Background: an optimization exercise with open tools, aiming at small area, a short achievable clock period and few clock cycles per item. Do not read the settings as production practice.
In this exercise RTL edits were held to simulation tests only and were not proved equivalent to the original.

## main
==> flow/design.v (excerpt) <==
module tns_link_top (
    input  logic        clock,
    input  logic        rst_n,
    input  logic        in_valid,
    input  logic [23:0] in_data,
    input  logic        out_credit,
    output logic        in_credit,
    output logic        out_valid,
    output logic [27:0] out_code,
    output logic [23:0] out_data
);
==> flow/config.mk <==
export PLATFORM = sky130hd
export DESIGN_NAME = tns_link_top
export DESIGN_NICKNAME = tns_link_top
export VERILOG_FILES = /design/flow/design.v
export SDC_FILE = /design/flow/constraint.sdc
export NUM_CORES = 4
export LEC_CHECK = 0
export ABC_AREA = 1
export CAP_MARGIN = 20
export CORE_MARGIN = 2
export CORE_UTILIZATION = 40
export CTS_BUF_LIST = sky130_fd_sc_hd__clkbuf_16
export CTS_CLUSTER_DIAMETER = 60
export CTS_CLUSTER_SIZE = 30
export SLEW_MARGIN = 20
==> flow/constraint.sdc <==
create_clock -name core_clock -period 45.0 [get_ports {clock}]
set_input_delay 9.0000 -clock core_clock [delete_from_list [all_inputs] [get_ports {clock}]]
set_output_delay 9.0000 -clock core_clock [all_outputs]
set_load 0.01 [all_outputs]
standard.sh (not shown) runs the stock make flow with config.mk's settings and CLKGATE_MAP_FILE= SYNTH_SCRIPT=/design/flow/synth_recipe.tcl, a recipe that flattens the netlist after the stock synthesis.
==> flow/flow/run.sh <==
#!/bin/bash
# The standard layout, with port buffers of a plain buffer cell.
set -euo pipefail
export BUFFER_PORTS_ARGS="-buffer_cell sky130_fd_sc_hd__buf_1"
bash standard.sh finish > standard_flow.log 2>&1
main completed; timing, DRC and antenna clean
Testbench counts of main, summed over its fixed seeds: cycles 5,546, words 4,800.
diff inputs: main => the feature branch
--- a/flow/config.mk
+++ b/flow/config.mk
@@ -12,3 +12,3 @@
-export CTS_BUF_LIST = sky130_fd_sc_hd__clkbuf_16
-export CTS_CLUSTER_DIAMETER = 60
-export CTS_CLUSTER_SIZE = 30
+export CTS_BUF_LIST = sky130_fd_sc_hd__clkbuf_8 sky130_fd_sc_hd__clkbuf_16
+export CTS_CLUSTER_DIAMETER = 100
+export CTS_CLUSTER_SIZE = 35
The flow did not stop early for the feature branch: all stages ran, and the layout cleared the timing, design-rule and antenna checks. The feature branch — number of filler cells placed in the layout 24 higher, main as reference. Final worst slack sits higher in the feature branch than in main. Any difference in worst hold slack between main and the feature branch is small enough to ignore. Going from main to the feature branch, design area fell by about 2.6%, clock skew grew by 0.0058 ns. The routed length per instance of main and that of the feature branch are within noise of each other. Compared to main, the feature branch has wire length of the first global-routing pass 1.3% lower. Against main as the reference, the feature branch delivers a higher sequential share of layout area.

========
tns_link_top, a different RTL version from the one above (not shown whole).
Size: ~190 flip-flops, roughly 82 I/O pins.
// tns_link_top
module tns_link_top (
    input  logic        clock,
    input  logic        rst_n,
    input  logic        in_valid,
    input  logic [23:0] in_data,
    input  logic        out_credit,
    output logic        in_credit,
    output logic        out_valid,
    output logic [27:0] out_code,
    output logic [23:0] out_data
);
export LEC_CHECK = 0
export ABC_AREA = 1
export CAP_MARGIN = 20
export CORE_MARGIN = 2
export CORE_UTILIZATION = 40
export CTS_BUF_LIST = sky130_fd_sc_hd__clkbuf_8 sky130_fd_sc_hd__clkbuf_16
export CTS_CLUSTER_DIAMETER = 80
export CTS_CLUSTER_SIZE = 35
export SLEW_MARGIN = 20
create_clock -name core_clock -period 45.0 [get_ports {clock}]
Scripts as last shown in full above: flow/flow/run.sh
The first run completed with no timing, DRC or antenna violations.
Testbench counts at the start, summed over its fixed seeds: cycles 5,547, words 4,800.
Edit:
Settings changed: CTS_BUF_LIST sky130_fd_sc_hd__clkbuf_8 sky130_fd_sc_hd__clkbuf_16 to sky130_fd_sc_hd__clkbuf_4 sky130_fd_sc_hd__clkbuf_8 sky130_fd_sc_hd__clkbuf_16, CTS_CLUSTER_DIAMETER 80 to 60, CTS_CLUSTER_SIZE 35 to 20.
The changed run finished with timing, DRC and antenna clean.
Wire length stays the same.
Via count does not change.
Final cell count does not change.
Clock-buffer cell count is unchanged.
Synthesized cell count is unchanged.
Final area does not change.
Sequential cell count stays the same.
Global-route usage is unchanged.

-- separate check: timing with driven ports --
The results above use ideal ports. As a check the final layouts listed here were re-extracted and re-timed, cells and wires unchanged.
Step 1, drivers: a clkbuf_16 drives clock and a buf_2 each remaining input, both assumed.
Step 2, shift: input delay + t, output delay - t, t = (earliest + latest rising clock arrival at the registers) / 2. This alone moves slack from input paths to output paths.
Three values: ideal ports, drivers, drivers and shift; two values: the first two.
| run | t (ns) | setup WS [ns] | slew at the worst register clock pin (ns) | cell pins on the clock port's net |
|---|---|---|---|---|
| main | 0.575 | 34.896 / 34.846 / 35.262 | 0.10 / 0.10 | 1 |
| the feature branch | 0.534 | 34.920 / 34.872 / 35.285 | 0.12 / 0.12 | 1 |
| the first run of note 2 | 0.499 | 34.974 / 34.928 / 35.150 | 0.08 / 0.08 | 1 |
| the second run of note 2 | 0.499 | 34.974 / 34.928 / 35.150 | 0.08 / 0.08 | 1 |
After both steps every run listed still meets setup and hold.
